Background: an optimization exercise with open tools, aiming at a short achievable clock period and few clock cycles. Do not read the settings as production practice. In this exercise RTL edits were held to simulation tests only and were not proved equivalent to the original.

==> inputs of wip/amber <==
==> flow/design.v <==
`timescale 1ns/1ps
`timescale 1ns/1ps
`timescale 1ns/1ps
`timescale 1ns/1ps
`timescale 1ns/1ps
`timescale 1ns/1ps
`default_nettype none
module mips_cpu_harvard #(
  parameter logic [31:0] RESET_VECTOR = 32'hbfc0_0000
) (
  input  logic        clk,
  input  logic        rst_n,
  input  logic        clk_enable,
  output logic        active,
  output logic [31:0] register_v0,
  output logic [31:0] register_v3,
  output logic [31:0] instr_address,
  input  logic [31:0] instr_readdata,
  output logic [31:0] data_address,
  output logic        data_write,
  output logic        data_read,
  output logic [31:0] data_writedata,
  input  logic [31:0] data_readdata
);
  wire ce = clk_enable;
  logic [31:0] fpc;         
  logic        halted;
  logic        xv;
  logic [31:0] xpc4;
  logic        xpt;         
  logic [31:0] xptarget;    
  logic [31:0] xbtarget;    
  logic        xz_pc4, xz_bt, xz_jt;
  logic [4:0]  xrs, xrt, xdest;
  logic [31:0] ximm;
  logic [4:0]  xsh;
  logic        x_add, x_sub, x_and, x_or, x_xor, x_slt, x_sltu, x_sll, x_srl, x_imv, x_link;
  logic        x_useimm, x_we, x_ld, x_st, x_beq, x_bne, x_jr, x_j;
  logic        x_use_rs, x_use_rt;
  logic [5:0]  xbidx;
  logic        m_ld, m_st;
  logic [31:0] m_addr, m_wdata;
  logic [4:0]  m_rt;
  logic [1023:0] rf;
  assign rf[31:0] = '0;
  logic [63:0]  bht_v;
  logic [127:0] bht_c;
  wire [31:0] ins  = instr_readdata;
  wire [5:0]  f_op = ins[31:26];
  wire [5:0]  f_fn = ins[5:0];
  wire [4:0]  f_rs = ins[25:21];
  wire [4:0]  f_rt = ins[20:16];
  wire [4:0]  f_rd = ins[15:11];
  wire f_sp    = (f_op == 6'h00);
  wire f_addu  = f_sp && (f_fn == 6'h21);
  wire f_subu  = f_sp && (f_fn == 6'h23);
  wire f_andr  = f_sp && (f_fn == 6'h24);
  wire f_orr   = f_sp && (f_fn == 6'h25);
  wire f_xorr  = f_sp && (f_fn == 6'h26);
  wire f_sltr  = f_sp && (f_fn == 6'h2a);
  wire f_sltur = f_sp && (f_fn == 6'h2b);
  wire f_sll   = f_sp && (f_fn == 6'h00);
  wire f_srl   = f_sp && (f_fn == 6'h02);
  wire f_jr    = f_sp && (f_fn == 6'h08);
  wire f_j     = (f_op == 6'h02);
  wire f_jal   = (f_op == 6'h03);
  wire f_beq   = (f_op == 6'h04);
  wire f_bne   = (f_op == 6'h05);
  wire f_addiu = (f_op == 6'h09);
  wire f_slti  = (f_op == 6'h0a);
  wire f_andi  = (f_op == 6'h0c);
  wire f_ori   = (f_op == 6'h0d);
  wire f_xori  = (f_op == 6'h0e);
  wire f_lui   = (f_op == 6'h0f);
  wire f_lw    = (f_op == 6'h23);
  wire f_sw    = (f_op == 6'h2b);
  wire f_rtype = f_addu | f_subu | f_andr | f_orr | f_xorr | f_sltr | f_sltur | f_sll | f_srl;
  wire f_itype = f_addiu | f_slti | f_andi | f_ori | f_xori | f_lui | f_lw;
  wire [4:0] f_dest = f_rtype ? f_rd : f_jal ? 5'd31 : f_rt;
  wire f_we = (f_rtype | f_itype | f_jal) && (f_dest != 5'd0);
  wire f_zext = f_andi | f_ori | f_xori;
  wire [31:0] f_imm = f_lui  ? {ins[15:0], 16'h0000} :
                      f_zext ? {16'h0000, ins[15:0]} :
                               {{16{ins[15]}}, ins[15:0]};
  wire [31:0] fpc4      = fpc + 32'd4;
  wire [31:0] f_btarget = fpc4 + {{14{ins[15]}}, ins[15:0], 2'b00};
  wire [31:0] f_jtarget = {fpc4[31:28], ins[25:0], 2'b00};
  wire [31:0] f_jrtarget = rf[f_rs*32 +: 32];
  wire [5:0] f_bidx = fpc[7:2];
  wire       f_bv   = bht_v[f_bidx];
  wire [1:0] f_bc   = bht_c[f_bidx*2 +: 2];
  wire f_static = ins[15] | f_bne | (f_rs == f_rt);
  wire f_brpred = f_bv ? f_bc[1] : f_static;
  wire f_br     = f_beq | f_bne;
  wire f_jj     = f_j | f_jal;
  wire f_pt     = f_jj | f_jr | (f_br & f_brpred);
  wire [31:0] f_ptarget = f_jr ? f_jrtarget : f_jj ? f_jtarget : f_btarget;
  wire [31:0] xa = rf[xrs*32 +: 32];
  wire [31:0] xb = rf[xrt*32 +: 32];
  wire [31:0] xop2 = x_useimm ? ximm : xb;
  wire [31:0] x_sum  = xa + xop2;
  wire [31:0] x_diff = xa - xop2;
  wire        x_lts  = $signed(xa) < $signed(xop2);
  wire        x_ltu  = xa < xop2;
  wire [31:0] x_res =
      ({32{x_add}}  & x_sum) |
      ({32{x_sub}}  & x_diff) |
      ({32{x_and}}  & (xa & xop2)) |
      ({32{x_or}}   & (xa | xop2)) |
      ({32{x_xor}}  & (xa ^ xop2)) |
      ({32{x_slt}}  & {31'b0, x_lts}) |
      ({32{x_sltu}} & {31'b0, x_ltu}) |
      ({32{x_sll}}  & (xb << xsh)) |
      ({32{x_srl}}  & (xb >> xsh)) |
      ({32{x_imv}}  & ximm) |
      ({32{x_link}} & xpc4);
  wire x_eq    = (xa == xb);
  wire x_taken = (x_beq & x_eq) | (x_bne & ~x_eq);
  wire x_br    = x_beq | x_bne;
  wire stall = xv && m_ld && (m_rt != 5'd0) &&
               ((x_use_rs && (m_rt == xrs)) || (x_use_rt && (m_rt == xrt)));
  wire xgo = xv && !stall;    
  wire x_mis = (x_br && (x_taken != xpt)) || (x_jr && (xa != xptarget));
  wire [31:0] x_redirect = x_jr ? xa : x_taken ? xbtarget : xpc4;
  wire x_nz = x_jr ? (xa == 32'd0) :
              (x_br && x_taken) ? xz_bt :
              x_j ? xz_jt : xz_pc4;
  wire halt_now = xgo && x_nz;
  always_ff @(posedge clk or negedge rst_n) begin
    if (!rst_n) begin
      fpc    <= RESET_VECTOR;
      halted <= 1'b0;
      active <= 1'b1;
      xv     <= 1'b0;
    end else if (ce && !halted) begin
      if (halt_now) begin
        halted <= 1'b1;
        active <= 1'b0;
        xv     <= 1'b0;
        fpc    <= 32'd0;
      end else if (xgo && x_mis) begin
        fpc <= x_redirect;
        xv  <= 1'b0;
      end else if (!stall) begin
        fpc <= f_pt ? f_ptarget : fpc4;
        xv  <= 1'b1;
      end
    end
  end
  always_ff @(posedge clk or negedge rst_n) begin
    if (!rst_n) begin
      xpc4 <= '0; xpt <= 1'b0; xptarget <= '0; xbtarget <= '0;
      xz_pc4 <= 1'b0; xz_bt <= 1'b0; xz_jt <= 1'b0;
      xrs <= '0; xrt <= '0; xdest <= '0; ximm <= '0; xsh <= '0;
      x_add <= 1'b0; x_sub <= 1'b0; x_and <= 1'b0; x_or <= 1'b0; x_xor <= 1'b0;
      x_slt <= 1'b0; x_sltu <= 1'b0; x_sll <= 1'b0; x_srl <= 1'b0; x_imv <= 1'b0;
      x_link <= 1'b0; x_useimm <= 1'b0; x_we <= 1'b0; x_ld <= 1'b0; x_st <= 1'b0;
      x_beq <= 1'b0; x_bne <= 1'b0; x_jr <= 1'b0; x_j <= 1'b0;
      x_use_rs <= 1'b0; x_use_rt <= 1'b0; xbidx <= '0;
    end else if (ce && !halted && !stall) begin
      xpc4     <= fpc4;
      xpt      <= f_pt;
      xptarget <= f_ptarget;
      xbtarget <= f_btarget;
      xz_pc4   <= (fpc4 == 32'd0);
      xz_bt    <= (f_btarget == 32'd0);
      xz_jt    <= (f_jtarget == 32'd0);
      xrs      <= f_rs;
      xrt      <= f_rt;
      xdest    <= f_dest;
      ximm     <= f_imm;
      xsh      <= ins[10:6];
      x_add    <= f_addu | f_addiu | f_lw | f_sw;
      x_sub    <= f_subu;
      x_and    <= f_andr | f_andi;
      x_or     <= f_orr | f_ori;
      x_xor    <= f_xorr | f_xori;
      x_slt    <= f_sltr | f_slti;
      x_sltu   <= f_sltur;
      x_sll    <= f_sll;
      x_srl    <= f_srl;
      x_imv    <= f_lui;
      x_link   <= f_jal;
      x_useimm <= f_itype | f_sw;
      x_we     <= f_we & ~f_lw;
      x_ld     <= f_lw;
      x_st     <= f_sw;
      x_beq    <= f_beq;
      x_bne    <= f_bne;
      x_jr     <= f_jr;
      x_j      <= f_jj;
      x_use_rs <= f_rtype & ~f_sll & ~f_srl | f_addiu | f_slti | f_andi | f_ori | f_xori |
                  f_lw | f_sw | f_br | f_jr;
      x_use_rt <= f_rtype | f_sw | f_br;
      xbidx    <= f_bidx;
    end
  end
  always_ff @(posedge clk or negedge rst_n) begin
    if (!rst_n) begin
      m_ld <= 1'b0; m_st <= 1'b0; m_addr <= '0; m_wdata <= '0; m_rt <= '0;
    end else if (ce) begin
      m_ld    <= xgo && !halted && x_ld;
      m_st    <= xgo && !halted && x_st;
      m_addr  <= x_sum;
      m_wdata <= xb;
      m_rt    <= xdest;
    end
  end
  assign data_read      = m_ld && ce;
  assign data_write     = m_st && ce;
  assign data_address   = m_addr;
  assign data_writedata = m_wdata;
  assign instr_address  = fpc;
  wire xw = xgo && !halted && x_we;
  genvar g;
  for (g = 1; g < 32; g++) begin : gr
    logic [31:0] q;
    always_ff @(posedge clk or negedge rst_n) begin
      if (!rst_n) begin
        q <= '0;
      end else if (ce) begin
        if (xw && (xdest == g)) q <= x_res;
        else if (m_ld && (m_rt == g)) q <= data_readdata;
      end
    end
    assign rf[g*32 +: 32] = q;
  end
  assign register_v0 = rf[2*32 +: 32];
  assign register_v3 = rf[3*32 +: 32];
  always_ff @(posedge clk or negedge rst_n) begin
    if (!rst_n) begin
      bht_v <= '0;
      bht_c <= '0;
    end else if (ce && xgo && !halted && x_br) begin
      bht_v[xbidx] <= 1'b1;
      if (!bht_v[xbidx])
        bht_c[xbidx*2 +: 2] <= x_taken ? 2'b11 : 2'b00;
      else if (x_taken && bht_c[xbidx*2 +: 2] != 2'b11)
        bht_c[xbidx*2 +: 2] <= bht_c[xbidx*2 +: 2] + 2'b01;
      else if (!x_taken && bht_c[xbidx*2 +: 2] != 2'b00)
        bht_c[xbidx*2 +: 2] <= bht_c[xbidx*2 +: 2] - 2'b01;
    end
  end
endmodule
`default_nettype wire
==> flow/run.sh <==
#!/bin/bash
# synth_recipe.tcl (not shown) runs the flow's synth.tcl, then flattens the netlist and writes it again
# the make line also repeats each setting of config.mk as NAME=value (left out here)
make -C /OpenROAD-flow-scripts/flow DESIGN_CONFIG=/design/flow/config.mk WORK_HOME=/design/flow/orfs CLKGATE_MAP_FILE= SYNTH_SCRIPT=/design/flow/synth_recipe.tcl finish
==> flow/config.mk <==
export PLATFORM = sky130hd
export DESIGN_NAME = mips_cpu_harvard
export DESIGN_NICKNAME = mips_cpu_harvard
export VERILOG_FILES = /design/flow/design.v
export SDC_FILE = /design/flow/constraint.sdc
export NUM_CORES = 8
export LEC_CHECK = 0
export ABC_CLOCK_PERIOD_IN_PS = 5000
export CAP_MARGIN = 20
export CORE_MARGIN = 2
export CORE_UTILIZATION = 30
export PLACE_DENSITY = 0.45
export SETUP_SLACK_MARGIN = 3.0
export SLEW_MARGIN = 20
==> flow/constraint.sdc <==
create_clock -name core_clock -period 10.5 [get_ports {clk}]
set_input_delay 2.1000 -clock core_clock [delete_from_list [all_inputs] [get_ports {clk}]]
set_output_delay 2.1000 -clock core_clock [all_outputs]
set_load 0.01 [all_outputs]
==> wip/yarrow: changes against wip/amber <==
--- a/flow/design.v
+++ b/flow/design.v
@@ -86,5 +86,5 @@
   wire [31:0] f_btarget = fpc4 + {{14{ins[15]}}, ins[15:0], 2'b00};
   wire [31:0] f_jtarget = {fpc4[31:28], ins[25:0], 2'b00};
-  wire [31:0] f_jrtarget = rf[f_rs*32 +: 32];
+  wire [31:0] f_jrtarget = {rf[f_rs*32 + 2 +: 30], 2'b00};
   wire [5:0] f_bidx = fpc[7:2];
   wire       f_bv   = bht_v[f_bidx];
- ABC_CLOCK_PERIOD_IN_PS: 5000 -> 2000
- CORE_UTILIZATION: 30 -> 40
- PLACE_DENSITY: 0.45 -> 0.55
- SETUP_SLACK_MARGIN: 3.0 -> 5.0
- TNS_END_PERCENT: not set -> 10
==> flow_metrics.env <==
export IMPL_status="timing/DRC/antenna clean"
export IMPL_multi_input_area_share_pct=53.9
export IMPL_p_leak_uw=0.0494
export IMPL_timing_final_max_slew_violations=0
export IMPL_syn_instance_count=11200
export IMPL_layout_non_clock_inverters=186
export IMPL_area_fraction_in_compound_gates_after_synthesis_pct=18.8
export IMPL_timing_critical_path_fanout_max=31
export IMPL_final_period_minus_worst_setup_slack_ps=7460
export IMPL_groute_usage_overall_pct=33.9
export IMPL_design_area_sq_mm=0.123
export IMPL_dpl_cell_count=15400
export IMPL_pg_seq_uw=7290
export IMPL_multiInputCombCellCount=8339
export IMPL_combinationalPowerShare_pct=42.1
The numbers above come from wip/amber.

==> flow_metrics.env <==
export IMPL_status="complete, but fails checks"
export IMPL_checks_that_blocked_layout_checks="capacitance limit, slew limit"
export IMPL_final_period_minus_worst_setup_slack_ps=6230
export IMPL_dpl_cell_count=13700
export IMPL_multi_input_area_share_pct=53.5
export IMPL_multiInputCombCellCount=8012
export IMPL_layout_non_clock_inverters=180
export IMPL_cap_viol_max_count=3
export IMPL_p_leak_uw=0.0528
export IMPL_timing_final_max_slew_violations=15
export IMPL_pg_seq_uw=5690
The numbers above come from wip/yarrow.

Testbench counts of wip/amber, summed over its fixed seeds: cycles 21,596.
Testbench counts of wip/yarrow, summed over its fixed seeds: cycles 21,596.

## separate check: timing with driven ports
The results above use ideal ports. As a check the final layouts listed here were re-extracted and re-timed, cells and wires unchanged.
Step 1 (the two cells are an assumption about what drives the block):
set clk [get_ports {clk}]
set_driving_cell -lib_cell sky130_fd_sc_hd__clkbuf_16 $clk
set_driving_cell -lib_cell sky130_fd_sc_hd__buf_2 [delete_from_list [all_inputs] $clk]
Step 2 adds t to the input delays and takes it off the output delays; t is the mean of the earliest and latest rising clock arrival at the registers after step 1. Input paths then give back, and output paths get back, about the clock's delay inside the block.
Three values: no drivers, after step 1, after step 2; two values: the first two.
run	shift t [ns]	slack for setup (ns)	worst hold slack (ns)	worst register clock-pin slew, ns	cell pins on the clock port's net
wip/amber	1.018	3.042 / 3.042 / 2.987	0.483 / 0.483 / 0.483	0.07 / 0.07	1
wip/yarrow	1.005	4.265 / 4.265 / 3.820	0.484 / 0.484 / 0.484	0.07 / 0.07	1
For wip/yarrow, which loses most, drivers alone change the setup slack by 0.000 ns; drivers and shift together by -0.445 ns.
